Source: an optimization exercise on an open RTL-to-GDS flow (aim: small area). Production flows keep margins and buffers that such runs may drop. Function was checked by simulation only, so behaviour that the tests miss may differ from the original. Power is estimated from default activity; no workload was simulated.

[flow/run.sh]
#!/bin/bash
# synth_recipe.tcl (not shown) runs the flow's synth.tcl, then flattens the netlist and writes it again
# the make line also repeats each setting of config.mk as NAME=value (left out here)
make -C /OpenROAD-flow-scripts/flow DESIGN_CONFIG=/design/flow/config.mk WORK_HOME=/design/flow/orfs CLKGATE_MAP_FILE= SYNTH_SCRIPT=/design/flow/synth_recipe.tcl finish
[flow/config.mk]
export PLATFORM = sky130hd
export DESIGN_NAME = decode
export DESIGN_NICKNAME = decode
export VERILOG_FILES = /design/flow/design.v
export SDC_FILE = /design/flow/constraint.sdc
export NUM_CORES = 4
export LEC_CHECK = 0
export CAP_MARGIN = 20
export CORE_MARGIN = 2
export CORE_UTILIZATION = 40
export SLEW_MARGIN = 20
export SYNTH_HIERARCHICAL = 1
export SYNTH_MINIMUM_KEEP_SIZE = 0
[flow/constraint.sdc]
create_clock -name core_clock -period 5.0 [get_ports {clk}]
set_input_delay 1.0000 -clock core_clock [delete_from_list [all_inputs] [get_ports {clk}]]
set_output_delay 1.0000 -clock core_clock [all_outputs]
set_load 0.01 [all_outputs]
[flow/design.v]
package mips_pkg;
  localparam logic [5:0] OP_RTYPE = 6'h00;
  localparam logic [5:0] OP_J     = 6'h02;
  localparam logic [5:0] OP_JAL   = 6'h03;
  localparam logic [5:0] OP_BEQ   = 6'h04;
  localparam logic [5:0] OP_BNE   = 6'h05;
  localparam logic [5:0] OP_ADDIU = 6'h09;
  localparam logic [5:0] OP_ANDI  = 6'h0c;
  localparam logic [5:0] OP_ORI   = 6'h0d;
  localparam logic [5:0] OP_XORI  = 6'h0e;
  localparam logic [5:0] OP_LUI   = 6'h0f;
  localparam logic [5:0] OP_LB    = 6'h20;
  localparam logic [5:0] OP_LH    = 6'h21;
  localparam logic [5:0] OP_LW    = 6'h23;
  localparam logic [5:0] OP_LBU   = 6'h24;
  localparam logic [5:0] OP_LHU   = 6'h25;
  localparam logic [5:0] OP_SB    = 6'h28;
  localparam logic [5:0] OP_SH    = 6'h29;
  localparam logic [5:0] OP_SW    = 6'h2b;
  localparam logic [5:0] FUNCT_JR = 6'h08;
  localparam logic [31:0] NOP_INSN = 32'h00000000;
  typedef struct packed {
    logic [5:0]  opcode;
    logic [4:0]  rs;
    logic [4:0]  rt;
    logic [4:0]  rd;
    logic [4:0]  shamt;
    logic [5:0]  funct;
    logic [15:0] imm16;
    logic [25:0] target;
  } insn_fields_t;
  typedef struct packed {
    logic        valid;
    logic [31:0] pc;
    logic [31:0] insn;
  } if_id_t;
  typedef struct packed {
    logic        valid;
    logic [31:0] pc;
    logic [31:0] insn;
    logic [31:0] rs_data;
    logic [31:0] rt_data;
    logic [31:0] imm;
    logic [4:0]  dest_reg;
    logic        reg_write;
    logic        is_load;
  } id_ex_t;
  function automatic insn_fields_t fields(
    input logic [31:0] w
  );
    fields = {w[31:26], w[25:21], w[20:16], w[15:11],
              w[10:6], w[5:0], w[15:0], w[25:0]};
  endfunction
endpackage
module rf_ao22 (
  input  logic a, b, c, d,
  output logic y
);
  assign y = (a & b) | (c & d);
endmodule
module rf_aoi222 (
  input  logic a0, s0, a1, s1, a2, s2,
  output logic y
);
  assign y = ~((a0 & s0) | (a1 & s1) | (a2 & s2));
endmodule
module rf_rdcol (
  input  logic [32:0] d,
  input  logic [32:0] s,
  output logic        y
);
  logic [10:0] n;
  for (genvar k = 0; k < 11; k++) begin : g_t
    rf_aoi222 u_t (
      .a0(d[3*k]),   .s0(s[3*k]),
      .a1(d[3*k+1]), .s1(s[3*k+1]),
      .a2(d[3*k+2]), .s2(s[3*k+2]),
      .y (n[k])
    );
  end
  assign y = ~&n;
endmodule
module decode #(
  parameter logic [31:0] RESET_PC = 32'h80020000,
  parameter logic [31:0] NOP_INSN = mips_pkg::NOP_INSN
) (
  input  logic        clk,
  input  logic        rst,
  input  logic [31:0] pc_in,
  input  logic [31:0] insn_in,
  input  logic        stall_in,
  input  logic        flush,
  input  logic        wb_en,
  input  logic [4:0]  wb_addr,
  input  logic [31:0] wb_data,
  output logic        stall_out,
  output logic        valid_out,
  output logic [31:0] pc_out,
  output logic [31:0] insn_out,
  output logic [31:0] rs_data,
  output logic [31:0] rt_data,
  output logic [31:0] imm_out,
  output logic [4:0]  dest_reg,
  output logic        reg_write,
  output logic        is_load
);
  logic        if_valid;
  logic [31:0] if_pc;
  logic [31:0] if_insn;
  logic        ex_valid;
  logic [31:0] ex_pc;
  logic [31:0] ex_insn;
  logic [31:0] ex_rs;
  logic [31:0] ex_rt;
  logic [31:1][31:0] rf;
  logic        adv;       
  logic        ex_hold;   
  logic        if_keep;   
  logic        ex_ld;     
  logic        if_pc_hd;  
  logic        ex_pc_ld;  
  logic        ex_ld_op, ex_zext, if_uses_rt;
  logic [4:0]  ex_dest;
  logic [4:0]  ra1, ra2;
  function automatic logic f_uses_rt(input logic [5:0] op);
    f_uses_rt = (op == 6'h00) || (op == 6'h28) || (op == 6'h29) ||
                (op == 6'h2b) || (op == 6'h04) || (op == 6'h05);
  endfunction
  function automatic logic f_is_ld(input logic [5:0] op);
    f_is_ld = (op == 6'h20) || (op == 6'h21) || (op == 6'h23) ||
              (op == 6'h24) || (op == 6'h25);
  endfunction
  function automatic logic [4:0] f_dest(input logic [31:0] w);
    logic [5:0] op;
    op = w[31:26];
    if (op == 6'h00)
      f_dest = (w[5:0] == 6'h08) ? 5'd0 : w[15:11];
    else if ((op == 6'h09) || (op == 6'h0c) || (op == 6'h0d) ||
             (op == 6'h0e) || (op == 6'h0f) || f_is_ld(op))
      f_dest = w[20:16];
    else if (op == 6'h03)
      f_dest = 5'd31;
    else
      f_dest = 5'd0;
  endfunction
  assign ra1        = if_insn[25:21];
  assign ra2        = if_insn[20:16];
  assign if_uses_rt = f_uses_rt(if_insn[31:26]);
  assign ex_dest    = f_dest(ex_insn);
  assign ex_ld_op   = f_is_ld(ex_insn[31:26]);
  assign ex_zext    = (ex_insn[31:26] == 6'h0c) || (ex_insn[31:26] == 6'h0d) ||
                      (ex_insn[31:26] == 6'h0e);
  assign stall_out = if_valid && ex_valid && ex_ld_op && ex_dest != 5'd0 &&
    (ex_dest == ra1 || (if_uses_rt && ex_dest == ra2));
  assign ex_hold  = ~rst & ~flush & stall_in;
  assign ex_ld    = ~rst & ~flush & ~stall_in & ~stall_out;
  assign adv      = ex_ld;
  assign if_keep  = ~rst & ~flush & (stall_in | stall_out);
  assign if_pc_hd = ~rst & ~adv;
  assign ex_pc_ld = ~rst & ~ex_hold;
  logic [31:1]       wsel, wen, whd;
  logic [31:1][31:0] rf_d;
  always_comb begin
    for (int i = 1; i < 32; i++) begin
      wsel[i] = wb_en && (wb_addr == i[4:0]);
      wen[i]  = wsel[i] & ~rst;
      whd[i]  = ~wsel[i] & ~rst;
    end
  end
  for (genvar i = 1; i < 32; i++) begin : g_row
    for (genvar b = 0; b < 32; b++) begin : g_bit
      rf_ao22 u_d (.a(wb_data[b]), .b(wen[i]), .c(rf[i][b]), .d(whd[i]),
                   .y(rf_d[i][b]));
    end
  end
  always_ff @(posedge clk) rf <= rf_d;
  logic        byp1, byp2;
  logic [32:0] s1, s2;
  logic [31:0] rs_d, rt_d;
  assign byp1 = wb_en && (wb_addr == ra1) && (ra1 != 5'd0);
  assign byp2 = wb_en && (wb_addr == ra2) && (ra2 != 5'd0);
  always_comb begin
    for (int i = 1; i < 32; i++) begin
      s1[i-1] = ex_ld & ~byp1 & (ra1 == i[4:0]);
      s2[i-1] = ex_ld & ~byp2 & (ra2 == i[4:0]);
    end
    s1[31] = ex_ld & byp1;
    s2[31] = ex_ld & byp2;
    s1[32] = ex_hold;
    s2[32] = ex_hold;
  end
  for (genvar b = 0; b < 32; b++) begin : g_rd
    logic [32:0] c1, c2;
    for (genvar i = 1; i < 32; i++) begin : g_c
      assign c1[i-1] = rf[i][b];
      assign c2[i-1] = rf[i][b];
    end
    assign c1[31] = wb_data[b];
    assign c2[31] = wb_data[b];
    assign c1[32] = ex_rs[b];
    assign c2[32] = ex_rt[b];
    rf_rdcol u_rs (.d(c1), .s(s1), .y(rs_d[b]));
    rf_rdcol u_rt (.d(c2), .s(s2), .y(rt_d[b]));
  end
  logic [31:0] if_insn_d, if_pc_d, ex_insn_d, ex_pc_d;
  for (genvar b = 0; b < 32; b++) begin : g_pipe
    rf_ao22 u_ii (.a(insn_in[b]), .b(adv), .c(if_insn[b]), .d(if_keep),
                  .y(if_insn_d[b]));
    rf_ao22 u_ei (.a(if_insn[b]), .b(ex_ld), .c(ex_insn[b]), .d(ex_hold),
                  .y(ex_insn_d[b]));
    if (RESET_PC[b]) begin : g_one
      assign if_pc_d[b] = (pc_in[b] & adv) | (if_pc[b] & if_pc_hd) | rst;
      assign ex_pc_d[b] = (if_pc[b] & ex_pc_ld) | (ex_pc[b] & ex_hold) | rst;
    end else begin : g_zero
      rf_ao22 u_ip (.a(pc_in[b]), .b(adv), .c(if_pc[b]), .d(if_pc_hd),
                    .y(if_pc_d[b]));
      rf_ao22 u_ep (.a(if_pc[b]), .b(ex_pc_ld), .c(ex_pc[b]), .d(ex_hold),
                    .y(ex_pc_d[b]));
    end
  end
  always_ff @(posedge clk) begin
    if_valid <= adv | (if_keep & if_valid);
    if_insn  <= if_insn_d;
    if_pc    <= if_pc_d;
    ex_valid <= (if_valid & ex_ld) | (ex_valid & ex_hold);
    ex_insn  <= ex_insn_d;
    ex_pc    <= ex_pc_d;
    ex_rs    <= rs_d;
    ex_rt    <= rt_d;
  end
  assign valid_out = ex_valid;
  assign pc_out    = ex_pc;
  assign insn_out  = ex_insn;
  assign rs_data   = ex_rs;
  assign rt_data   = ex_rt;
  assign imm_out   = {{16{ex_insn[15] & ~ex_zext}}, ex_insn[15:0]};
  assign dest_reg  = ex_dest;
  assign reg_write = ex_valid && ex_dest != 5'd0;
  assign is_load   = ex_valid && ex_ld_op;
endmodule
==> out/results.tsv, run 1 <==
stage	metric	value	unit
pwr	clockPowerShare	0.485	
global_routing	grt_overflow	0	
drt	ant_nets	0	
critical_path	r2r_end	ex_rt[23]$_DFF_P_	
drt	drtIter0Drc	11000	
clock_network	cts_root_buffer	clkbuf_16	
final_layout	fillers	9709	
floorplanning	die_height	338	µm
critical_path	reg2reg_slack	0.17	ns
pwr	p_int	0.0158	W
floorplanning	core_area	111000	µm²
synthesis	async_flop_share	0	
critical_path	r2r_start	ex_insn[5]$_DFF_P_	
synthesis	synth_nets	3791	
clock_network	path_clk_slew	0.06	ns
place	hpwl	125	mm
clock_network	clk_latency	0.75	ns
drt	vias	44700	
pwr	pwr-share-seq	0.468	
pwr	power_frac_comb	0.047	
synthesis	ys_top_cells_by_count	dfxtp_1 (1186), a22o_1 (1116), a222oi_1 (704)	
synthesis	avgSynthCellArea	12.1	µm²
worst_hold_path	holdCritStartpoint	ex_pc[17]$_DFF_P_	
timing	worst_hold_slack	0.467	ns
place	port_buffers	274	
synthesis	ys_ff_latch	1186	
place	place_inst	5555	
critical_path	path_class	flip-flop to flip-flop	
synthesis	synth_top_area_cell	dfxtp_1	
global_routing	grt_antenna_before_repair	8	
critical_path	start_kind	flip-flop	
critical_path	cp_cell_sequence	or4_4 -> o21ai_0 -> a32oi_4 -> xnor2_1 -> or4_1 -> o22ai_2 -> a21bo_4 -> buf_12 -> nor2_4 -> buf_4 -> a222oi_1 -> nand4_1 -> or3_1	
global_routing	grt_util_all_layers	0.363	
critical_path	reg2reg_depth	13	
timing	setup_violations	0	
floorplanning	io_pins	275	
timing	fin_crit_sh	0.966	
timing	tightest_slew	1.18	ns
critical_path	worst_setup_path_end_kind	flip-flop	
timing	finalClockSkew	0.0616	ns
critical_path	critPathSlowestCell	or4_4	
final_layout	fin_nets	4296	
pwr	p_per_area	369	nW/µm²
place	globalplace.congestion	0.944	
clock_network	htree_levels	3	
critical_path	crit_family	simple AND/OR/NAND/NOR gates	
drt	drcViolationCount	0	
timing	period_minus_slack	4.83	ns
synthesis	synthDominantCellAreaShare	0.532	
timing	fmax	0.207	GHz
critical_path	path_max_fanout	29	
final_layout	layout-drive-gt1-share	0.132	
final_layout	stdcell_count	5783	
synthesis	synthCells	3685	
status	outcome	complete, no violations	
final_layout	area_growth	25.1	%
clock_network	clock_path_buffers	3	
global_routing	grt_max_degree	67	
clock_network	cts_buffers	120	
floorplanning	rows	122	
synthesis	post-synth-top-count-cell	dfxtp_1	
worst_hold_path	min_to	ex_pc[17]$_DFF_P_	
critical_path	critical_path_depth	13	
pwr	p_sw_frac	0.233	
timing	slew_violations	0	
timing	final_hold_viol_count	0	
timing	rsz0062_at_grt	no	
pwr	ir_worst_vdd	286	µV
pwr	p_switching	0.00479	W
pwr	p_leak	19.9	nW
clock_network	cts_tree	built	
critical_path	critical_path_buf_inv_count	2	
run	cap_viol_max_count	0	
critical_path	cp_data_required_time	5.62	ns
drt	wl	217	mm
floorplanning	start_util	0.403	
synthesis	ys_seq_area_frac	0.532	
worst_hold_path	hold_class	flip-flop to flip-flop	
critical_path	critPathMaxStageDelay	0.58	ns
synthesis	synth.distinct_cells	49	
global_routing	grt_pass1_wl	303	mm
synthesis	syn-cell-area	44600	µm²
synthesis	ys.flop_type	dfxtp_1	
synthesis	synth_area_leaders	dfxtp_1 (53%), a22o_1 (22%), a222oi_1 (16%)	
drt	wl_per_cell	37.6	µm
timing	slew-limit-headroom	0.208	
floorplanning	die_area	114000	µm²
global_routing	first_global_vias	41300	
clock_network	clock_sinks	1186	
drt	drt-vias-per-instance	7.73	
worst_hold_path	holdPathStages	2	
drt	drtPass1Iterations	12	
floorplanning	die_x	338	µm
synthesis	yosysWarnings	7	
critical_path	cp.arrival	5.45	ns
synthesis	synth_edf_count	0	
per-module statistics from Yosys, one instance, submodules excluded:
module     copies in the design  flops+latches  cells
decode                        1           1186   1609
rf_ao22                    1116              0      1
rf_rdcol                     64              0      4
rf_aoi222                   704              0      1
how the worst max path moves through the flow:
stage / start / endpoint / slack [ns]
2_1_floorplan: ex_insn[5]$_DFF_P_ / ex_rs[0]$_DFF_P_ / -0.12
3_3_place_gp: ex_insn[5]$_DFF_P_ / ex_rt[20]$_DFF_P_ / 0.33
3_5_place_dp: ex_insn[5]$_DFF_P_ / ex_rt[20]$_DFF_P_ / 0.30
4_1_cts: ex_insn[5]$_DFF_P_ / stall_out / 0.23
5_1_grt: ex_insn[31]$_DFF_P_ / ex_rt[23]$_DFF_P_ / 0.10
6_report: ex_insn[5]$_DFF_P_ / ex_rt[23]$_DFF_P_ / 0.17
kinds of logic (layout without fill, tap and decap cells):
kind of cell / after synthesis / in the layout / share of synthesized area
compound gates: 1888 / 1888 / 0.388
buf+inv: 109 / 718 / 0.0155
other cells: 0 / 1 / 0
mux: 2 / 2 / 0.000449
flops: 1186 / 1186 / 0.532
xor+xnor: 19 / 19 / 0.00373
simple gates: 481 / 481 / 0.0605
what timing repair did:
action / CTS / global route
gates resized for setup: 1 / 0
endpoints found under the setup margin: 1 / 0
setup buffers: 0 / 0
hold buffers: 0 / 0
stage by stage:
stage          setup slack, ns  setup TNS (ns)  cell area [µm²]  power, W  utilization
2_1_floorplan           -0.117           -7.47            44600    0.0101            -
3_3_place_gp             0.334               0            51400    0.0107        0.464
3_5_place_dp             0.305               0            51400    0.0107        0.464
4_1_cts                  0.232               0            55800    0.0206        0.504
5_1_grt                  0.104               0            55800    0.0210        0.504
6_report                 0.172               0            55800    0.0206        0.504
power groups by stage:
stage	clock network (W)	logic (W)	registers, W
after floorplan	0	0.000302	0.00981
after CTS	0.0100	0.000923	0.00962
after global routing	0.0104	0.000976	0.00963
after detailed placement	0	0.000920	0.00983
after global placement	0	0.000918	0.00983
final	0.00999	0.000968	0.00962
cell usage in the layout, fill, tap and decap left out, types with 31 or more instances in the layout:
master / instances
dfxtp_1: 1186
a22o_1: 1116
a222oi_1: 704
clkdlybuf4s50_1: 272
buf_4: 195
nand4_1: 144
clkbuf_16: 122
nand3_1: 72
or3_1: 65
nor2_4: 47
nor4_2: 45
clkbuf_8: 31
routing by layer:
metal,share of wire,wire length [µm],track usage,up-vias
met5,0.00052,114,0.00298,-
li1,-,-,-,17900
met1,0.37,80200,0.472,21700
met4,0.081,17600,0.257,14
met2,0.39,85600,0.499,4300
met3,0.16,33800,0.123,831
worst register-to-register path, delay by kind of cell (launching register included):
kind | cells | cell delay [ns]
buf+inv | 2 | 0.58
flops | 1 | 0.34
compound gates | 5 | 1.49
simple gates | 5 | 2.19
xor+xnor | 1 | 0.15
state kept, by name, indices dropped and copies added, names as in the netlist:
name      count
ex_valid      1
ex_rt        32
ex_pc        32
if_valid      1
if_insn      32
rf          992
if_pc        32
ex_insn      32
ex_rs        32
area by class of cell:
class / count / area, µm² / share of cell area
diodes: 1 / 2.50 / 0.0000448
clock buffers: 172 / 3550 / 0.0636
clock inverters: 54 / 856 / 0.0153
inverters: 7 / 26.3 / 0.000471
multi-input cells: 2390 / 21200 / 0.380
flip-flops and latches: 1186 / 23700 / 0.425
well taps: 1488 / 1860 / 0.0334
repair buffers: 485 / 4540 / 0.0814
==> run 2, diff against run 1 <==
--- a/flow/design.v
+++ b/flow/design.v
@@ -64,13 +64,28 @@
 );
   assign y = ~((a0 & s0) | (a1 & s1) | (a2 & s2));
 endmodule
+module rf_nand2 (
+  input  logic a0, s0,
+  output logic y
+);
+  assign y = ~(a0 & s0);
+endmodule
+module rf_join (
+  input  logic [10:0] n,
+  input  logic        q, h,
+  output logic        y
+);
+  assign y = ~&n | (q & h);
+endmodule
 module rf_rdcol (
-  input  logic [32:0] d,
-  input  logic [32:0] s,
+  input  logic [30:0] d,
+  input  logic [30:0] s,
+  input  logic        q,
+  input  logic        h,
   output logic        y
 );
   logic [10:0] n;
-  for (genvar k = 0; k < 11; k++) begin : g_t
+  for (genvar k = 0; k < 10; k++) begin : g_t
     rf_aoi222 u_t (
       .a0(d[3*k]),   .s0(s[3*k]),
       .a1(d[3*k+1]), .s1(s[3*k+1]),
@@ -78,7 +93,8 @@
       .y (n[k])
     );
   end
-  assign y = ~&n;
+  rf_nand2 u_l (.a0(d[30]), .s0(s[30]), .y(n[10]));
+  rf_join  u_j (.n(n), .q(q), .h(h), .y(y));
 endmodule
 module decode #(
   parameter logic [31:0] RESET_PC = 32'h80020000,
@@ -150,8 +166,9 @@
   assign ex_ld_op   = f_is_ld(ex_insn[31:26]);
   assign ex_zext    = (ex_insn[31:26] == 6'h0c) || (ex_insn[31:26] == 6'h0d) ||
                       (ex_insn[31:26] == 6'h0e);
-  assign stall_out = if_valid && ex_valid && ex_ld_op && ex_dest != 5'd0 &&
-    (ex_dest == ra1 || (if_uses_rt && ex_dest == ra2));
+  assign stall_out = if_valid && ex_valid && ex_ld_op &&
+    ex_insn[20:16] != 5'd0 &&
+    (ex_insn[20:16] == ra1 || (if_uses_rt && ex_insn[20:16] == ra2));
   assign ex_hold  = ~rst & ~flush & stall_in;
   assign ex_ld    = ~rst & ~flush & ~stall_in & ~stall_out;
   assign adv      = ex_ld;
@@ -174,33 +191,21 @@
     end
   end
   always_ff @(posedge clk) rf <= rf_d;
-  logic        byp1, byp2;
-  logic [32:0] s1, s2;
+  logic [30:0] s1, s2;
   logic [31:0] rs_d, rt_d;
-  assign byp1 = wb_en && (wb_addr == ra1) && (ra1 != 5'd0);
-  assign byp2 = wb_en && (wb_addr == ra2) && (ra2 != 5'd0);
   always_comb begin
     for (int i = 1; i < 32; i++) begin
-      s1[i-1] = ex_ld & ~byp1 & (ra1 == i[4:0]);
-      s2[i-1] = ex_ld & ~byp2 & (ra2 == i[4:0]);
-    end
-    s1[31] = ex_ld & byp1;
-    s2[31] = ex_ld & byp2;
-    s1[32] = ex_hold;
-    s2[32] = ex_hold;
+      s1[i-1] = ex_ld & (ra1 == i[4:0]);
+      s2[i-1] = ex_ld & (ra2 == i[4:0]);
+    end
   end
   for (genvar b = 0; b < 32; b++) begin : g_rd
-    logic [32:0] c1, c2;
+    logic [30:0] c;
     for (genvar i = 1; i < 32; i++) begin : g_c
-      assign c1[i-1] = rf[i][b];
-      assign c2[i-1] = rf[i][b];
-    end
-    assign c1[31] = wb_data[b];
-    assign c2[31] = wb_data[b];
-    assign c1[32] = ex_rs[b];
-    assign c2[32] = ex_rt[b];
-    rf_rdcol u_rs (.d(c1), .s(s1), .y(rs_d[b]));
-    rf_rdcol u_rt (.d(c2), .s(s2), .y(rt_d[b]));
+      assign c[i-1] = rf_d[i][b];
+    end
+    rf_rdcol u_rs (.d(c), .s(s1), .q(ex_rs[b]), .h(ex_hold), .y(rs_d[b]));
+    rf_rdcol u_rt (.d(c), .s(s2), .q(ex_rt[b]), .h(ex_hold), .y(rt_d[b]));
   end
   logic [31:0] if_insn_d, if_pc_d, ex_insn_d, ex_pc_d;
   for (genvar b = 0; b < 32; b++) begin : g_pipe
==> flow/flow/run.sh (new file) <==
#!/bin/bash
# Layout: the standard ORFS flow (standard.sh), with the port buffers
# inserted as the smallest buffer cell instead of the default choice.
set -euo pipefail
export BUFFER_PORTS_ARGS="-buffer_cell sky130_fd_sc_hd__buf_1"
bash standard.sh > standard_flow.log 2>&1
==> flow/standard.sh (new file) <==
#!/bin/bash
# synth_recipe.tcl (not shown) runs the flow's synth.tcl, then flattens the netlist and writes it again
# the make line also repeats each setting of config.mk as NAME=value (left out here)
make -C /OpenROAD-flow-scripts/flow DESIGN_CONFIG=/design/flow/config.mk WORK_HOME=/design/flow/orfs CLKGATE_MAP_FILE= SYNTH_SCRIPT=/design/flow/synth_recipe.tcl "${@:-finish}"
--- a/flow/config.mk
+++ b/flow/config.mk
@@ -7,7 +7,9 @@
 export LEC_CHECK = 0
 export CAP_MARGIN = 20
 export CORE_MARGIN = 2
-export CORE_UTILIZATION = 40
+export CORE_UTILIZATION = 55
+export CTS_CLUSTER_DIAMETER = 80
+export CTS_CLUSTER_SIZE = 25
 export SLEW_MARGIN = 20
 export SYNTH_HIERARCHICAL = 1
 export SYNTH_MINIMUM_KEEP_SIZE = 0
removed: flow/run.sh
==> out/results.tsv, run 2 <==
stage	metric	value	unit	change
clock_network	postCtsHoldBufs	0		unchanged
place	globalplace.congestion	0.959		was 0.944
clock_network	cts_root_buffer	clkbuf_16		unchanged
clock_network	cts_setup_buffers	0		unchanged
timing	rsz0062_at_grt	no		unchanged
floorplanning	rows	103		was 122
floorplanning	start_util	0.556		was 0.403
place	port_buffers	274		unchanged
global_routing	grt_overflow	0		unchanged
global_routing	first_global_vias	42700		was 41300
timing	period_minus_slack	4.48	ns	was 4.83 ns
clock_network	clock_path_buffers	3		unchanged
synthesis	ys_ff_latch	1186		unchanged
final_layout	final_common_cell	dfxtp_1		unchanged
synthesis	synth_area_leaders	dfxtp_1 (54%), a22o_1 (22%), a222oi_1 (15%)		was dfxtp_1 (53%), a22o_1 (22%), a222oi_1 (16%)
drt	ant_nets	0		unchanged
clock_network	cts_buffers	55		was 120
timing	fmax	0.223	GHz	was 0.207 GHz
floorplanning	die_x	287	µm	was 338 µm
timing	slew_violations	0		unchanged
final_layout	fin_nets	4183		was 4296
critical_path	r2r_start	if_insn[22]$_DFF_P_		was ex_insn[5]$_DFF_P_
synthesis	yosysWarnings	7		unchanged
run	cap_viol_max_count	0		unchanged
synthesis	ys_seq_area_frac	0.540		was 0.532
worst_hold_path	hold_class	flip-flop to flip-flop		unchanged
floorplanning	die_height	287	µm	was 338 µm
clock_network	clock_sinks	1186		unchanged
status	outcome	complete, no violations		unchanged
critical_path	path_class	flip-flop to flip-flop		unchanged
critical_path	cp_cell_sequence	xor2_1 -> nor2_1 -> a21oi_1 -> a21oi_4 -> buf_12 -> nor3_2 -> buf_4 -> a222oi_1 -> nand4_1 -> a2111o_1		was or4_4 -> o21ai_0 -> a32oi_4 -> xnor2_1 -> or4_1 -> o22ai_2 -> a21bo_4 -> buf_12 -> nor2_4 -> buf_4 -> a222oi_1 -> nand4_1 -> or3_1
synthesis	synth.distinct_cells	46		was 49
critical_path	cp_data_required_time	5.58	ns	was 5.62 ns
timing	setup_violations	0		unchanged
clock_network	path_clk_slew	0.10	ns	was 0.06 ns
final_layout	area_growth	13.8	%	was 25.1%
synthesis	syn-cell-area	44000	µm²	was 44600 µm²
critical_path	worst_setup_path_end_kind	flip-flop		unchanged
synthesis	synth_edf_count	0		unchanged
critical_path	path_max_fanout	32		was 29
final_layout	fillers	6313		was 9709
timing	tightest_slew	1.31	ns	was 1.18 ns
synthesis	ys_top_cells_by_count	dfxtp_1 (1186), a22o_1 (1116), a222oi_1 (640)		was dfxtp_1 (1186), a22o_1 (1116), a222oi_1 (704)
timing	fin_crit_sh	0.895		was 0.966
clock_network	cts_resized	0		was 1
pwr	clockPowerShare	0.328		was 0.485
synthesis	synthDominantCellAreaShare	0.540		was 0.532
critical_path	r2r_end	ex_rs[0]$_DFF_P_		was ex_rt[23]$_DFF_P_
pwr	power_frac_comb	0.064		was 0.047
drt	wl	218	mm	was 217 mm
drt	drtPass1Iterations	14		was 12
critical_path	critPathMaxStageDelay	0.78	ns	was 0.58 ns
timing	finalClockSkew	0.0505	ns	was 0.0616 ns
drt	drt-vias-per-instance	8.72		was 7.73
place	hpwl	126	mm	was 125 mm
critical_path	critPathSlowestCell	dfxtp_1		was or4_4
synthesis	avgSynthCellArea	12.2	µm²	was 12.1 µm²
worst_hold_path	holdCritStartpoint	ex_pc[31]$_DFF_P_		was ex_pc[17]$_DFF_P_
floorplanning	io_pins	275		unchanged
final_layout	layout-drive-gt1-share	0.101		was 0.132
clock_network	cts_tree	built		unchanged
pwr	p_int	0.0118	W	was 0.0158 W
critical_path	cp.arrival	5.05	ns	was 5.45 ns
final_layout	final_cell_mix	dfxtp_1 (1186), a22o_1 (1116), a222oi_1 (640)		was dfxtp_1 (1186), a22o_1 (1116), a222oi_1 (704)
pwr	p_leak	18.0	nW	was 19.9 nW
synthesis	post-synth-top-count-cell	dfxtp_1		unchanged
pwr	p_per_area	316	nW/µm²	was 369 nW/µm²
timing	slew-limit-headroom	0.122		was 0.208
final_layout	max_flop_register	rf		unchanged
critical_path	critical_path_buf_inv_count	2		unchanged
critical_path	reg2reg_slack	0.52	ns	was 0.17 ns
drt	wl_per_cell	42.4	µm	was 37.6 µm
synthesis	synthCells	3614		was 3685
floorplanning	die_area	82300	µm²	was 114000 µm²
synthesis	synth_nets	3720		was 3791
synthesis	ys.flop_type	dfxtp_1		unchanged
synthesis	async_flop_share	0		unchanged
worst_hold_path	min_to	ex_pc[31]$_DFF_P_		was ex_pc[17]$_DFF_P_
global_routing	grt_pass1_wl	305	mm	was 303 mm
global_routing	grt_max_degree	69		was 67
final_layout	largest_register_ff_count	992		unchanged
drt	vias	44900		was 44700
pwr	p_sw_frac	0.252		was 0.233
worst_hold_path	holdPathStages	1		was 2
pwr	p_switching	0.00399	W	was 0.00479 W
synthesis	synth_top_area_cell	dfxtp_1		unchanged
pwr	pwr-share-seq	0.607		was 0.468
critical_path	crit_family	compound AO/OA/AOI/OAI gates		was simple AND/OR/NAND/NOR gates
clock_network	clk_latency	0.70	ns	was 0.75 ns
global_routing	grt_util_all_layers	0.503		was 0.363
timing	fin_setup_tns	0	ns	unchanged
pwr	p_total	0.0158	W	was 0.0206 W
drt	drcViolationCount	0		unchanged
drt	drtIter0Drc	10900		was 11000
critical_path	reg2reg_depth	10		was 13
floorplanning	core_area	79100	µm²	was 111000 µm²
global_routing	grt_antenna_before_repair	13		was 8
critical_path	start_kind	flip-flop		unchanged
timing	final_hold_viol_count	0		unchanged
pwr	ir_worst_vdd	315	µV	was 286 µV
clock_network	htree_levels	2		was 3
run 2: cell count changes after synthesis, sizes merged, moves of 7 or more:
cell	delta
buf	-38
nand4	-14
o2111ai	-7
nand2	+63
or3	-60
a2111o	+64
xnor2	-11
nor4	-21
a222oi	-64
nor2	-22
nor3	+34
run 2: worst reg2reg max path, delay by kind of cell (launching register included):
family / cells / cell delay, ns
AOI/OAI and AO/OA: 4 / 1.96
and+or+nand+nor: 3 / 0.82
DFF: 1 / 0.78
buffers and inverters: 2 / 0.70
xor gates and xnor gates: 1 / 0.14
run 2: per-module statistics from Yosys, one instance, submodules excluded, a selection:
module,copies in the design,area [µm²],cells,flip-flops and latches
rf_nand2,64,3.75,1,0
rf_aoi222,640,10.0,1,0
rf_join,64,28.8,4,0
rf_ao22,1116,8.76,1,0
decode,1,25700,1538,1186
run 2: final cells by class:
class	instances	area, µm²	share of cell area
sequential	1186	23700	0.474
multi-input combinational	2358	20800	0.416
timing repair buffer	469	2630	0.0526
clock buffer	62	1430	0.0286
tap	1050	1310	0.0262
clock inverter	7	77.6	0.00155
inverter	7	26.3	0.000525
antenna	7	17.5	0.000350
run 2: per-stage QoR:
stage	worst slack [ns]	hold slack (ns)	instances	utilization	cell area, µm²
finish	0.524	0.478	5146	0.633	50100
CTS	0.717	0.484	5139	0.632	50000
global placement	0.473	0.454	5069	0.613	48500
floorplan	0.264	0.427	3614	-	44000
global route	0.528	0.496	5142	0.633	50100
detailed placement	0.501	0.457	5070	0.613	48500
run 2: cell families after synthesis:
group                  synth area share
AO/OA/AOI/OAI                     0.394
flip-flops                        0.540
AND/OR/NAND/NOR                  0.0554
buffers and inverters           0.00873
XOR/XNOR                        0.00199
multiplexers                   0.000512
run 2: power groups by stage:
stage | combinational, W | clock (W) | sequential [W]
after floorplan | 0.000361 | 0 | 0.00982
after global placement | 0.000924 | 0 | 0.00983
after detailed placement | 0.000947 | 0 | 0.00983
after CTS | 0.000951 | 0.00514 | 0.00961
after global routing | 0.00101 | 0.00546 | 0.00963
final | 0.00102 | 0.00520 | 0.00962
run 2: worst max path at each step:
| stage | start | end | cells past startpoint |
|---|---|---|---|
| 2_1_floorplan | stall_in | ex_rs[0]$_DFF_P_ | 8 |
| 3_3_place_gp | flush | ex_rs[0]$_DFF_P_ | 10 |
| 3_5_place_dp | wb_en | ex_rs[0]$_DFF_P_ | 12 |
| 4_1_cts | if_insn[24]$_DFF_P_ | ex_rs[0]$_DFF_P_ | 10 |
| 5_1_grt | if_insn[22]$_DFF_P_ | ex_rs[0]$_DFF_P_ | 10 |
| 6_report | if_insn[22]$_DFF_P_ | ex_rs[0]$_DFF_P_ | 10 |
run 2: layer usage:
layer / vias to the layer above / global-route usage / wire, µm
li1: 17400 / - / -
met1: 21500 / 0.617 / 73900
met2: 4745 / 0.690 / 85700
met3: 1216 / 0.221 / 37400
met4: 18 / 0.384 / 20600
met5: - / 0.0134 / 237
==> run 3, diff against run 2 <==
--- a/flow/design.v
+++ b/flow/design.v
@@ -96,6 +96,50 @@
   rf_nand2 u_l (.a0(d[30]), .s0(s[30]), .y(n[10]));
   rf_join  u_j (.n(n), .q(q), .h(h), .y(y));
 endmodule
+module rf_inv (
+  input  logic a,
+  output logic y
+);
+  assign y = ~a;
+endmodule
+module rf_line (
+  input  logic a, b,
+  output logic y
+);
+  logic n;
+  rf_nand2 u_n (.a0(a), .s0(b), .y(n));
+  rf_inv   u_i (.a(n), .y(y));
+endmodule
+module rf_dec (
+  input  logic        en,
+  input  logic [4:0]  a,
+  output logic [31:1] y
+);
+  logic [7:0] hi;
+  logic [3:0] lo;
+  always_comb begin
+    for (int j = 0; j < 8; j++) hi[j] = en & (a[4:2] == j[2:0]);
+    for (int k = 0; k < 4; k++) lo[k] = (a[1:0] == k[1:0]);
+  end
+  for (genvar i = 1; i < 32; i++) begin : g_l
+    rf_line u_l (.a(hi[i/4]), .b(lo[i%4]), .y(y[i]));
+  end
+endmodule
+module rf_decn (
+  input  logic        en,
+  input  logic [4:0]  a,
+  output logic [31:1] y_n
+);
+  logic [7:0] hi;
+  logic [3:0] lo;
+  always_comb begin
+    for (int j = 0; j < 8; j++) hi[j] = en & (a[4:2] == j[2:0]);
+    for (int k = 0; k < 4; k++) lo[k] = (a[1:0] == k[1:0]);
+  end
+  for (genvar i = 1; i < 32; i++) begin : g_l
+    rf_nand2 u_n (.a0(hi[i/4]), .s0(lo[i%4]), .y(y_n[i]));
+  end
+endmodule
 module decode #(
   parameter logic [31:0] RESET_PC = 32'h80020000,
   parameter logic [31:0] NOP_INSN = mips_pkg::NOP_INSN
@@ -175,14 +219,14 @@
   assign if_keep  = ~rst & ~flush & (stall_in | stall_out);
   assign if_pc_hd = ~rst & ~adv;
   assign ex_pc_ld = ~rst & ~ex_hold;
-  logic [31:1]       wsel, wen, whd;
+  logic [31:1]       wen, whd, wsel_n;
+  logic              nrst;
   logic [31:1][31:0] rf_d;
-  always_comb begin
-    for (int i = 1; i < 32; i++) begin
-      wsel[i] = wb_en && (wb_addr == i[4:0]);
-      wen[i]  = wsel[i] & ~rst;
-      whd[i]  = ~wsel[i] & ~rst;
-    end
+  assign nrst = ~rst;
+  rf_dec  u_wen (.en(wb_en & nrst), .a(wb_addr), .y(wen));
+  rf_decn u_wsl (.en(wb_en), .a(wb_addr), .y_n(wsel_n));
+  for (genvar i = 1; i < 32; i++) begin : g_whd
+    rf_line u_l (.a(wsel_n[i]), .b(nrst), .y(whd[i]));
   end
   for (genvar i = 1; i < 32; i++) begin : g_row
     for (genvar b = 0; b < 32; b++) begin : g_bit
@@ -193,12 +237,8 @@
   always_ff @(posedge clk) rf <= rf_d;
   logic [30:0] s1, s2;
   logic [31:0] rs_d, rt_d;
-  always_comb begin
-    for (int i = 1; i < 32; i++) begin
-      s1[i-1] = ex_ld & (ra1 == i[4:0]);
-      s2[i-1] = ex_ld & (ra2 == i[4:0]);
-    end
-  end
+  rf_dec u_rs_dec (.en(ex_ld), .a(ra1), .y(s1));
+  rf_dec u_rt_dec (.en(ex_ld), .a(ra2), .y(s2));
   for (genvar b = 0; b < 32; b++) begin : g_rd
     logic [30:0] c;
     for (genvar i = 1; i < 32; i++) begin : g_c
==> flow/flow/run.sh (replaced) <==
#!/bin/bash
# Layout: the standard ORFS flow (standard.sh), with
#  - inverters driving 16+ loads sized up before placement (pre_gp.tcl),
#  - resizer changes made during timing-driven global placement kept
#    virtual (the resize step after placement does the real repair),
#  - the port buffers inserted as the smallest buffer cell,
#  - clock tree sinks clustered 25 to a buffer (within 80 um), no dummy loads.
set -euo pipefail
here=$(pwd)
export PRE_GLOBAL_PLACE_TCL="$here/flow/pre_gp.tcl"
export GPL_KEEP_OVERFLOW=0
export BUFFER_PORTS_ARGS="-buffer_cell sky130_fd_sc_hd__buf_1"
export CTS_ARGS="-sink_clustering_enable -repair_clock_nets -sink_clustering_size 25 -sink_clustering_max_diameter 80 -dont_use_dummy_load"
bash standard.sh > "$here/standard_flow.log" 2>&1
==> flow/flow/pre_gp.tcl (new file) <==
# Before global placement: inverters that drive 16 or more loads (the
# decoded row and select lines of the register file) are sized up so the
# lines need no extra buffering: the read-select lines, which sit on the
# longest path, to inv_4, the write lines to inv_2 (same area as inv_1).
set n2 0
set n4 0
foreach inst [get_cells *] {
  if {[get_property $inst ref_name] != "sky130_fd_sc_hd__inv_1"} continue
  set pin [get_pins -of_objects $inst -filter "direction == output"]
  set net [get_nets -of_objects $pin]
  set loads [get_pins -of_objects $net -filter "direction == input"]
  if {[llength $loads] < 16} continue
  set rd 0
  foreach l $loads {
    if {[string match "*a222oi*" [get_property [get_cells -of_objects $l] ref_name]]} { set rd 1; break }
  }
  if {$rd} {
    replace_cell $inst sky130_fd_sc_hd__inv_4
    incr n4
  } else {
    replace_cell $inst sky130_fd_sc_hd__inv_2
    incr n2
  }
}
puts "line drivers resized: $n4 to inv_4, $n2 to inv_2"
--- a/flow/config.mk
+++ b/flow/config.mk
@@ -8,8 +8,7 @@
 export CAP_MARGIN = 20
 export CORE_MARGIN = 2
 export CORE_UTILIZATION = 55
-export CTS_CLUSTER_DIAMETER = 80
-export CTS_CLUSTER_SIZE = 25
+export SETUP_SLACK_MARGIN = 0.2
 export SLEW_MARGIN = 20
 export SYNTH_HIERARCHICAL = 1
 export SYNTH_MINIMUM_KEEP_SIZE = 0
==> out/results.tsv, run 3 <==
stage	metric	value	unit	change
synthesis	ys_top_cells_by_count	dfxtp_1 (1186), a22o_1 (1116), a222oi_1 (640)		unchanged
synthesis	syn-cell-area	44500	µm²	was 44000 µm²
timing	rsz0062_at_grt	no		unchanged
critical_path	cp.arrival	5.21	ns	was 5.05 ns
final_layout	final_common_cell	dfxtp_1		unchanged
clock_network	clk_latency	0.70	ns	about the same
drt	drcViolationCount	0		unchanged
global_routing	grt_antenna_before_repair	6		was 13
status	outcome	complete, no violations		unchanged
final_layout	area_growth	8.70	%	was 13.8%
drt	wl	211	mm	was 218 mm
floorplanning	rows	104		was 103
final_layout	stdcell_count	5092		was 5146
floorplanning	io_pins	275		unchanged
drt	drtIter0Drc	10100		was 10900
floorplanning	start_util	0.554		was 0.556
critical_path	cp_cell_sequence	xor2_1 -> nor3_1 -> and4b_1 -> a211oi_1 -> and2_4 -> and4bb_2 -> nand2_1 -> inv_4 -> a222oi_1 -> nand4_1 -> a2111o_1		was xor2_1 -> nor2_1 -> a21oi_1 -> a21oi_4 -> buf_12 -> nor3_2 -> buf_4 -> a222oi_1 -> nand4_1 -> a2111o_1
final_layout	final_cell_area	48300	µm²	was 50100 µm²
global_routing	grt_overflow	0		unchanged
synthesis	ys.flop_type	dfxtp_1		unchanged
clock_network	htree_levels	2		unchanged
clock_network	cts_root_buffer	clkbuf_16		unchanged
drt	drt-vias-per-instance	8.59		was 8.72
synthesis	async_flop_share	0		unchanged
clock_network	cts_setup_buffers	0		unchanged
timing	finalClockSkew	0.0744	ns	was 0.0505 ns
synthesis	yosysWarnings	9		was 7
final_layout	fillers	6443		was 6313
timing	final_hold_viol_count	0		unchanged
place	globalplace.congestion	0.927		was 0.959
synthesis	synth_nets	3830		was 3720
global_routing	first_global_vias	42300		was 42700
final_layout	largest_register_ff_count	992		unchanged
drt	ant_nets	0		unchanged
global_routing	grt_util_all_layers	0.482		was 0.503
synthesis	synth_area_leaders	dfxtp_1 (53%), a22o_1 (22%), a222oi_1 (14%)		was dfxtp_1 (54%), a22o_1 (22%), a222oi_1 (15%)
timing	fin_setup_tns	0	ns	unchanged
clock_network	clock_sinks	1186		unchanged
synthesis	post-synth-top-count-cell	dfxtp_1		unchanged
timing	slew-limit-headroom	0.144		was 0.122
clock_network	path_clk_slew	0.10	ns	about the same
drt	drtPass1Iterations	17		was 14
timing	worst_hold_slack	0.474	ns	was 0.478 ns
clock_network	cts_tree	built		unchanged
critical_path	critPathMaxStageDelay	0.77	ns	was 0.78 ns
synthesis	synthDominantCellAreaShare	0.534		was 0.540
floorplanning	core_area	80300	µm²	was 79100 µm²
final_layout	fin_nets	4135		was 4183
synthesis	avgSynthCellArea	11.9	µm²	was 12.2 µm²
worst_hold_path	hold_class	flip-flop to flip-flop		unchanged
clock_network	clock_path_buffers	3		unchanged
pwr	p_leak	17.9	nW	was 18.0 nW
final_layout	max_flop_register	rf		unchanged
timing	tightest_slew	1.28	ns	was 1.31 ns
critical_path	critPathSlowestCell	dfxtp_1		unchanged
final_layout	layout-drive-gt1-share	0.0658		was 0.101
synthesis	ys_seq_area_frac	0.534		was 0.540
pwr	ir_worst_vdd	252	µV	was 315 µV
synthesis	synth.distinct_cells	43		was 46
drt	vias	43800		was 44900
global_routing	grt_max_degree	61		was 69
place	place_area	46900	µm²	was 48500 µm²
timing	period_minus_slack	4.65	ns	was 4.48 ns
final_layout	final_cell_mix	dfxtp_1 (1185), a22o_1 (1116), a222oi_1 (640)		was dfxtp_1 (1186), a22o_1 (1116), a222oi_1 (640)
critical_path	critical_path_buf_inv_count	1		was 2
clock_network	cts_resized	0		unchanged
clock_network	cts_buffers	54		was 55
critical_path	path_class	flip-flop to flip-flop		unchanged
timing	fmax	0.215	GHz	was 0.223 GHz
timing	setup_violations	0		unchanged
global_routing	grt_pass1_wl	295	mm	was 305 mm
final_layout	multiInputGateArea	20000	µm²	was 20800 µm²
final_layout	regArea	23700	µm²	about the same
critical_path	path_max_fanout	32		unchanged
place	port_buffers	274		unchanged
timing	slew_violations	0		unchanged
timing	fin_crit_sh	0.930		was 0.895
critical_path	worst_setup_path_end_kind	flip-flop		unchanged
place	hpwl	114	mm	was 126 mm
critical_path	start_kind	flip-flop		unchanged
place	place_inst	5032		was 5070
critical_path	crit_family	simple AND/OR/NAND/NOR gates		was compound AO/OA/AOI/OAI gates
floorplanning	die_height	288	µm	was 287 µm
clock_network	postCtsHoldBufs	0		unchanged
run	cap_viol_max_count	0		unchanged
synthesis	ys_ff_latch	1186		unchanged
floorplanning	die_x	288	µm	was 287 µm
synthesis	synth_top_area_cell	dfxtp_1		unchanged
synthesis	synthCells	3724		was 3614
synthesis	synth_edf_count	0		unchanged
drt	wl_per_cell	41.4	µm	was 42.4 µm
floorplanning	die_area	83100	µm²	was 82300 µm²
pwr	p_per_area	317	nW/µm²	was 316 nW/µm²
critical_path	cp_data_required_time	5.56	ns	was 5.58 ns
-- run 3: cell types whose count changed in the layout (fill, tap and decap cells not counted), sizes merged, moves of 24 or more --
| cell | change |
|---|---|
| nor2 | -38 |
| buf | -172 |
| nor3 | -35 |
| a21oi | -33 |
| nor4 | -24 |
| nand2 | +139 |
| inv | +119 |
-- run 3: final cells by class --
cell class / count / area share
flip-flops and latches: 1186 / 0.491
multi-input cells: 2375 / 0.415
clock buffers: 54 / 0.0280
well taps: 1060 / 0.0274
repair buffers: 282 / 0.0251
inverters: 130 / 0.0132
diodes: 5 / 0.000259
-- run 3: cell families (layout without fill, tap and decap cells) --
group / after synthesis / in the layout / share of synthesized area
compound gates: 1855 / 1855 / 0.386
flops: 1186 / 1186 / 0.534
simple gates: 506 / 507 / 0.0611
buf+inv: 164 / 466 / 0.0165
xor+xnor: 10 / 10 / 0.00197
mux: 3 / 3 / 0.000675
other cells: 0 / 5 / 0
-- run 3: metrics by stage --
stage / utilization / power (W) / setup slack (ns)
3_3_place_gp: 0.582 / 0.0105 / -4.90
2_1_floorplan: - / 0.0101 / 0.902
5_1_grt: 0.602 / 0.0156 / 0.258
3_5_place_dp: 0.585 / 0.0105 / 0.428
4_1_cts: 0.601 / 0.0152 / 0.547
6_report: 0.602 / 0.0153 / 0.352
-- run 3: report_power, final --
group	total (W)	internal [W]	switching (W)
sequential	0.00958	0.00953	0.0000485
clock	0.00495	0.00193	0.00302
combinational	0.000796	0.000146	0.000651
-- run 3: metal layers --
layer / track usage / share of wire / vias up
met5: 0.00852 / 0.00061 / -
met4: 0.355 / 0.090 / 10
met3: 0.211 / 0.17 / 1054
met2: 0.672 / 0.40 / 4429
met1: 0.586 / 0.34 / 21000
li1: - / - / 17200
-- run 3: worst register-to-register path, cell delays in order, from the launching register on --
cell      delay [ns]
dfxtp_1         0.77
xor2_1          0.15
nor3_1          0.32
and4b_1         0.31
a211oi_1        0.11
and2_4          0.34
and4bb_2        0.32
nand2_1         0.12
inv_4           0.24
a222oi_1        0.52
nand4_1         0.74
a2111o_1        0.64
-- run 3: per-module statistics from Yosys (local to each module, per instance), excerpt --
module | cells inside | times used | area (µm²) | flops+latches
decode | 1321 | 1 | 24700 | 1186
rf_ao22 | 1 | 1116 | 8.76 | 0
rf_aoi222 | 1 | 640 | 10.0 | 0
rf_dec | 12 | 3 | 119 | 0
rf_decn | 12 | 1 | 119 | 0
rf_inv | 1 | 124 | 3.75 | 0
rf_join | 4 | 64 | 28.8 | 0
rf_nand2 | 1 | 219 | 3.75 | 0
-- run 3: path summary, 6_finish.rpt --
path / slack (ns) / end / cells after the start / from
min: 0.47 / ex_pc[17]$_DFF_P_ / 2 / ex_pc[17]$_DFF_P_
max: 0.35 / ex_rs[18]$_DFF_P_ / 11 / if_insn[25]$_DFF_P_
max reg2reg: 0.35 / ex_rs[18]$_DFF_P_ / 11 / if_insn[25]$_DFF_P_
min reg2reg: 0.47 / ex_pc[17]$_DFF_P_ / 2 / ex_pc[17]$_DFF_P_
==> run 4, diff against run 3 <==
--- a/flow/config.mk
+++ b/flow/config.mk
@@ -8,7 +8,7 @@
 export CAP_MARGIN = 20
 export CORE_MARGIN = 2
 export CORE_UTILIZATION = 55
-export SETUP_SLACK_MARGIN = 0.2
+export SETUP_SLACK_MARGIN = 0.4
 export SLEW_MARGIN = 20
 export SYNTH_HIERARCHICAL = 1
 export SYNTH_MINIMUM_KEEP_SIZE = 0
==> out/results.tsv, run 4 <==
stage	metric	value	unit	change
status	outcome	complete, no violations		unchanged
global_routing	grt_pass1_wl	295	mm	unchanged
pwr	p_leak	17.9	nW	about the same
critical_path	critical_path_buf_inv_count	1		unchanged
pwr	p_total	0.0153	W	about the same
synthesis	ys_seq_area_frac	0.534		unchanged
floorplanning	rows	104		unchanged
timing	fin_crit_sh	0.918		was 0.930
synthesis	yosysWarnings	9		unchanged
clock_network	cts_tree	built		unchanged
drt	wl	211	mm	about the same
drt	vias	43900		was 43800
drt	drt-vias-per-instance	8.61		was 8.59
timing	setup_violations	0		unchanged
synthesis	synth_area_leaders	dfxtp_1 (53%), a22o_1 (22%), a222oi_1 (14%)		unchanged
synthesis	avgSynthCellArea	11.9	µm²	unchanged
clock_network	cts_setup_buffers	0		unchanged
timing	period_minus_slack	4.59	ns	was 4.65 ns
clock_network	clk_latency	0.70	ns	about the same
synthesis	async_flop_share	0		unchanged
synthesis	ys.flop_type	dfxtp_1		unchanged
synthesis	ys_top_cells_by_count	dfxtp_1 (1186), a22o_1 (1116), a222oi_1 (640)		unchanged
critical_path	cp_cell_sequence	xor2_1 -> nor3_1 -> and4b_1 -> a211oi_2 -> and2_4 -> and4bb_2 -> nand2_1 -> inv_4 -> a222oi_1 -> nand4_1 -> a2111o_1		was xor2_1 -> nor3_1 -> and4b_1 -> a211oi_1 -> and2_4 -> and4bb_2 -> nand2_1 -> inv_4 -> a222oi_1 -> nand4_1 -> a2111o_1
drt	ant_nets	0		unchanged
floorplanning	die_area	83100	µm²	unchanged
floorplanning	die_x	288	µm	unchanged
final_layout	final_cell_mix	dfxtp_1 (1181), a22o_1 (1116), a222oi_1 (640)		was dfxtp_1 (1185), a22o_1 (1116), a222oi_1 (640)
final_layout	fin_nets	4136		was 4135
timing	fin_setup_tns	0	ns	unchanged
clock_network	cts_buffers	54		unchanged
worst_hold_path	hold_class	flip-flop to flip-flop		unchanged
pwr	p_per_area	317	nW/µm²	about the same
timing	fmax	0.218	GHz	was 0.215 GHz
timing	final_hold_viol_count	0		unchanged
global_routing	grt_max_degree	61		unchanged
synthesis	syn-cell-area	44500	µm²	unchanged
final_layout	final_common_cell	dfxtp_1		unchanged
synthesis	ys_ff_latch	1186		unchanged
timing	slew-limit-headroom	0.158		was 0.144
critical_path	start_kind	flip-flop		unchanged
timing	slew_violations	0		unchanged
clock_network	htree_levels	2		unchanged
critical_path	r2r_start	if_insn[24]$_DFF_P_		was if_insn[25]$_DFF_P_
final_layout	layout-drive-gt1-share	0.0673		was 0.0658
critical_path	path_class	flip-flop to flip-flop		unchanged
place	hpwl	114	mm	unchanged
clock_network	path_clk_slew	0.10	ns	about the same
clock_network	clock_sinks	1186		unchanged
final_layout	max_flop_register	rf		unchanged
place	globalplace.congestion	0.927		unchanged
synthesis	synth_edf_count	0		unchanged
critical_path	cp.arrival	5.15	ns	was 5.21 ns
floorplanning	start_util	0.554		unchanged
drt	drtPass1Iterations	15		was 17
floorplanning	die_height	288	µm	unchanged
clock_network	postCtsHoldBufs	0		unchanged
synthesis	synthCells	3724		unchanged
critical_path	crit_family	simple AND/OR/NAND/NOR gates		unchanged
global_routing	first_global_vias	42300		unchanged
critical_path	worst_setup_path_end_kind	flip-flop		unchanged
critical_path	cp-startpoint	if_insn[24]$_DFF_P_		was if_insn[25]$_DFF_P_
timing	finalClockSkew	0.0800	ns	was 0.0744 ns
global_routing	grt_antenna_before_repair	6		unchanged
critical_path	critPathSlowestCell	nand4_1		was dfxtp_1
critical_path	critPathMaxStageDelay	0.75	ns	was 0.77 ns
place	port_buffers	274		unchanged
clock_network	cts_root_buffer	clkbuf_16		unchanged
worst_hold_path	holdCritStartpoint	ex_pc[17]$_DFF_P_		unchanged
pwr	ir_worst_vdd	251	µV	was 252 µV
global_routing	grt_util_all_layers	0.482		unchanged
drt	drcViolationCount	0		unchanged
timing	rsz0062_at_grt	no		unchanged
clock_network	cts_resized	0		unchanged
synthesis	synth_top_area_cell	dfxtp_1		unchanged
floorplanning	io_pins	275		unchanged
synthesis	synthDominantCellAreaShare	0.534		unchanged
critical_path	path_max_fanout	32		unchanged
timing	tightest_slew	1.26	ns	was 1.28 ns
synthesis	post-synth-top-count-cell	dfxtp_1		unchanged
critical_path	cp_data_required_time	5.56	ns	about the same
floorplanning	core_area	80300	µm²	unchanged
synthesis	synth.distinct_cells	43		unchanged
timing	worst_hold_slack	0.480	ns	was 0.474 ns
clock_network	clock_path_buffers	3		unchanged
drt	drtIter0Drc	9937		was 10100
synthesis	synth_nets	3830		unchanged
drt	wl_per_cell	41.4	µm	about the same
run	cap_viol_max_count	0		unchanged
final_layout	area_growth	8.76	%	was 8.70%
global_routing	grt_overflow	0		unchanged
final_layout	largest_register_ff_count	992		unchanged
==> run 4: kinds of logic after synthesis <==
group           share of synthesized area
simple gates                       0.0611
compound gates                      0.386
flops                               0.534
mux                              0.000675
buf+inv                            0.0165
xor+xnor                          0.00197
==> run 4: worst paths after layout <==
check,end,slack [ns],depth (start not counted)
min reg2reg,ex_pc[17]$_DFF_P_,0.48,2
min,ex_pc[17]$_DFF_P_,0.48,2
max reg2reg,ex_rs[18]$_DFF_P_,0.41,11
max,ex_rs[18]$_DFF_P_,0.41,11
==> run 4: metrics by stage <==
stage	worst slack, ns	instances	area (µm²)	utilization
finish	0.408	5093	48400	0.602
global route	0.368	5090	48300	0.602
CTS	0.547	5086	48300	0.601
detailed placement	0.428	5032	46900	0.585
global placement	-4.90	5024	46700	0.582
floorplan	0.902	3724	44500	-
==> run 4: cell type report <==
cell class	count	area, µm²
Fill cell	6442	31900
Sequential cell	1186	23800
Multi-Input combinational cell	2376	20100
Clock buffer	54	1350
Tap cell	1060	1330
Timing Repair Buffer	282	1210
Inverter	130	646
Antenna cell	5	12.5
==> run 4: worst reg2reg max path, stage by stage (launching register included) <==
cell and delay, ns:
dfxtp_1 0.72, xor2_1 0.15, nor3_1 0.33, and4b_1 0.34, a211oi_2 0.10, and2_4 0.28
and4bb_2 0.28, nand2_1 0.12, inv_4 0.24, a222oi_1 0.54, nand4_1 0.75, a2111o_1 0.65
==> run 4: report_power, final <==
part,internal (W),switching (W),total (W)
sequential,0.00953,0.0000483,0.00958
combinational,0.000146,0.000652,0.000798
clock,0.00193,0.00302,0.00495
total,0.0116,0.00372,0.0153
==> run 4: per-module statistics from Yosys (local to each module, per instance), excerpt <==
module | times used | area, µm²
rf_decn | 1 | 119
decode | 1 | 24700
rf_aoi222 | 640 | 10.0
rf_nand2 | 219 | 3.75
rf_join | 64 | 28.8
rf_inv | 124 | 3.75
rf_dec | 3 | 119
rf_ao22 | 1116 | 8.76
==> run 4: per-layer routing <==
metal / vias to the layer above / share of wire / track usage
li1: 17200 / - / -
met2: 4521 / 0.40 / 0.672
met4: 11 / 0.090 / 0.355
met3: 1029 / 0.17 / 0.211
met1: 21100 / 0.34 / 0.586
met5: - / 0.00063 / 0.00852
==> run 5, diff against run 4 <==
--- a/flow/config.mk
+++ b/flow/config.mk
@@ -8,7 +8,7 @@
 export CAP_MARGIN = 20
 export CORE_MARGIN = 2
 export CORE_UTILIZATION = 55
-export SETUP_SLACK_MARGIN = 0.4
+export SETUP_SLACK_MARGIN = 0.1
 export SLEW_MARGIN = 20
 export SYNTH_HIERARCHICAL = 1
 export SYNTH_MINIMUM_KEEP_SIZE = 0
==> out/results.tsv, run 5 <==
stage	metric	value	unit	change
synthesis	avgSynthCellArea	11.9	µm²	unchanged
timing	tightest_slew	1.28	ns	was 1.26 ns
pwr	p_total	0.0153	W	about the same
timing	finalClockSkew	0.0745	ns	was 0.0800 ns
timing	slew-limit-headroom	0.144		was 0.158
run	cap_viol_max_count	0		unchanged
pwr	p_per_area	317	nW/µm²	about the same
clock_network	htree_levels	2		unchanged
timing	fmax	0.211	GHz	was 0.218 GHz
drt	drt-vias-per-instance	8.61		about the same
timing	setup_violations	0		unchanged
drt	ant_nets	0		unchanged
drt	drtIter0Drc	10100		was 9937
clock_network	clock_sinks	1186		unchanged
global_routing	grt_overflow	0		unchanged
pwr	ir_worst_vdd	253	µV	was 251 µV
timing	period_minus_slack	4.74	ns	was 4.59 ns
floorplanning	die_area	83100	µm²	unchanged
synthesis	ys_ff_latch	1186		unchanged
pwr	p_leak	17.9	nW	about the same
final_layout	largest_register_ff_count	992		unchanged
floorplanning	rows	104		unchanged
synthesis	synth.distinct_cells	43		unchanged
clock_network	cts_tree	built		unchanged
place	place_area	46900	µm²	unchanged
place	port_buffers	274		unchanged
final_layout	area_growth	8.66	%	was 8.76%
clock_network	clock_path_buffers	3		unchanged
synthesis	post-synth-top-count-cell	dfxtp_1		unchanged
final_layout	max_flop_register	rf		unchanged
drt	drtPass1Iterations	15		unchanged
clock_network	postCtsHoldBufs	0		unchanged
timing	final_hold_viol_count	0		unchanged
synthesis	ys_top_cells_by_count	dfxtp_1 (1186), a22o_1 (1116), a222oi_1 (640)		unchanged
synthesis	synth_nets	3830		unchanged
drt	vias	43800		was 43900
synthesis	synth_top_area_cell	dfxtp_1		unchanged
synthesis	synthDominantCellAreaShare	0.534		unchanged
clock_network	cts_buffers	54		unchanged
synthesis	synth_edf_count	0		unchanged
final_layout	final_common_cell	dfxtp_1		unchanged
synthesis	yosysWarnings	9		unchanged
timing	slew_violations	0		unchanged
synthesis	ys.flop_type	dfxtp_1		unchanged
critical_path	path_class	flip-flop to flip-flop		unchanged
final_layout	layout-drive-gt1-share	0.0653		was 0.0673
floorplanning	io_pins	275		unchanged
timing	fin_crit_sh	0.948		was 0.918
synthesis	async_flop_share	0		unchanged
timing	rsz0062_at_grt	no		unchanged
place	globalplace.congestion	0.927		unchanged
global_routing	grt_pass1_wl	295	mm	unchanged
critical_path	path_max_fanout	60		was 32
final_layout	final_cell_mix	dfxtp_1 (1185), a22o_1 (1116), a222oi_1 (640)		was dfxtp_1 (1181), a22o_1 (1116), a222oi_1 (640)
floorplanning	start_util	0.554		unchanged
synthesis	synth_area_leaders	dfxtp_1 (53%), a22o_1 (22%), a222oi_1 (14%)		unchanged
floorplanning	die_height	288	µm	unchanged
drt	drcViolationCount	0		unchanged
global_routing	grt_max_degree	61		unchanged
global_routing	grt_util_all_layers	0.482		unchanged
clock_network	path_clk_slew	0.10	ns	about the same
critical_path	cp_data_required_time	5.56	ns	about the same
clock_network	clk_latency	0.69	ns	was 0.70 ns
global_routing	grt_antenna_before_repair	6		unchanged
critical_path	start_kind	flip-flop		unchanged
status	outcome	complete, no violations		unchanged
floorplanning	die_x	288	µm	unchanged
synthesis	syn-cell-area	44500	µm²	unchanged
place	hpwl	114	mm	unchanged
synthesis	ys_seq_area_frac	0.534		unchanged
critical_path	cp.arrival	5.30	ns	was 5.15 ns
worst_hold_path	hold_class	flip-flop to flip-flop		unchanged
drt	wl_per_cell	41.4	µm	about the same
synthesis	synthCells	3724		unchanged
floorplanning	core_area	80300	µm²	unchanged
clock_network	cts_root_buffer	clkbuf_16		unchanged
final_layout	fin_nets	4134		was 4136
drt	wl	211	mm	about the same
critical_path	worst_setup_path_end_kind	flip-flop		unchanged
final_layout	final_cell_area	48300	µm²	was 48400 µm²
global_routing	first_global_vias	42300		unchanged
run 5: cell counts after synthesis:
No cell type changed its count.
run 5: critical path: stages, from the launching register on:
cell	delay (ns)
dfxtp_1	0.47
nor2b_1	0.38
o2111ai_1	0.26
nor3_2	0.34
a211oi_1	0.16
and2_4	0.38
and4bb_2	0.36
nand2_1	0.12
inv_4	0.24
a222oi_1	0.49
nand4_1	0.75
a2111o_1	0.64
run 5: final cells by class:
cell class | instances | area [µm²]
tap | 1060 | 1330
multi-input combinational | 2374 | 20000
clock buffer | 54 | 1350
antenna | 5 | 12.5
fill | 6439 | 32000
inverter | 130 | 638
timing repair buffer | 282 | 1210
sequential | 1186 | 23700
run 5: logic make-up (layout without fill, tap and decap cells):
kind of cell	after synthesis	after routing	synth area share
flip-flops	1186	1186	0.534
XOR/XNOR	10	10	0.00197
AO/OA/AOI/OAI	1855	1855	0.386
other	0	5	0
multiplexers	3	3	0.000675
AND/OR/NAND/NOR	506	506	0.0611
buffers and inverters	164	466	0.0165
run 5: per-layer routing:
layer | vias to the layer above | GRT usage | part of all wire
met5 | - | 0.00852 | 0.00063
met4 | 10 | 0.355 | 0.091
met3 | 1013 | 0.211 | 0.16
met2 | 4500 | 0.672 | 0.40
met1 | 21100 | 0.586 | 0.34
li1 | 17200 | - | -
run 5: power breakdown:
part	switching [W]	total [W]	internal, W	leakage, nW
sequential	0.0000485	0.00958	0.00953	9.57
combinational	0.000648	0.000793	0.000145	7.64
clock	0.00303	0.00496	0.00193	0.665
run 5: timing repair:
action,CTS,global route
endpoints found under the setup margin,0,3
gates resized for setup,0,2
setup buffers,0,0
run 5: final timing paths:
check / from / endpoint / slack, ns / depth (start not counted)
setup / recovery: ex_insn[26]$_DFF_P_ / ex_rs[18]$_DFF_P_ / 0.26 / 11
hold / removal: ex_pc[17]$_DFF_P_ / ex_pc[17]$_DFF_P_ / 0.48 / 2
setup reg to reg: ex_insn[26]$_DFF_P_ / ex_rs[18]$_DFF_P_ / 0.26 / 11
hold reg to reg: ex_pc[17]$_DFF_P_ / ex_pc[17]$_DFF_P_ / 0.48 / 2
run 5: through the flow:
stage / std cells / setup slack, ns / util / hold WS [ns] / TNS [ns]
global route: 5088 / 0.130 / 0.602 / 0.503 / 0
detailed placement: 5032 / 0.428 / 0.585 / 0.451 / 0
finish: 5091 / 0.261 / 0.602 / 0.476 / 0
CTS: 5086 / 0.547 / 0.601 / 0.474 / 0
floorplan: 3724 / 0.902 / - / 0.443 / 0
global placement: 5024 / -4.90 / 0.582 / 0.444 / -292.36
run 5: modules after synthesis (local to each module, per instance), a selection:
module,cells inside,cell area [µm²]
decode,1321,24700
rf_ao22,1,8.76
rf_aoi222,1,10.0
rf_decn,12,119
rf_inv,1,3.75
rf_join,4,28.8

re-timing with driven ports:
How much do the figures lean on ideal ports? The routed layouts below were timed once more, with nothing changed but the port constraints. Step 1 sets driving cells, clkbuf_16 on the clock port and buf_2 on the other inputs (assumed; they add their load-dependent delay and slew). Step 2 moves the port delays by t, midway between the first and last clock arrival at a register: inputs arrive t later, outputs are due t later. That takes back most of the time a late clock gives input paths. Three values: no drivers, after step 1, after step 2; two values: the first two.
| run | t, ns | setup WS [ns] | slew at the worst register clock pin (ns) |
|---|---|---|---|
| run 1 | 0.797 | 0.172 / 0.172 / 0.172 | 0.07 / 0.07 |
| run 2 | 0.740 | 0.524 / 0.524 / 0.256 | 0.11 / 0.11 |
| run 3 | 0.729 | 0.352 / 0.352 / -0.022 | 0.11 / 0.11 |
| run 4 | 0.729 | 0.408 / 0.408 / -0.075 | 0.11 / 0.11 |
| run 5 | 0.727 | 0.261 / 0.261 / -0.028 | 0.11 / 0.11 |
Met with ideal ports but missed after step 2: setup timing in run 3, run 4 and run 5. For run 4, which loses most, drivers alone change the setup slack by 0.000 ns; drivers and shift together by -0.483 ns.
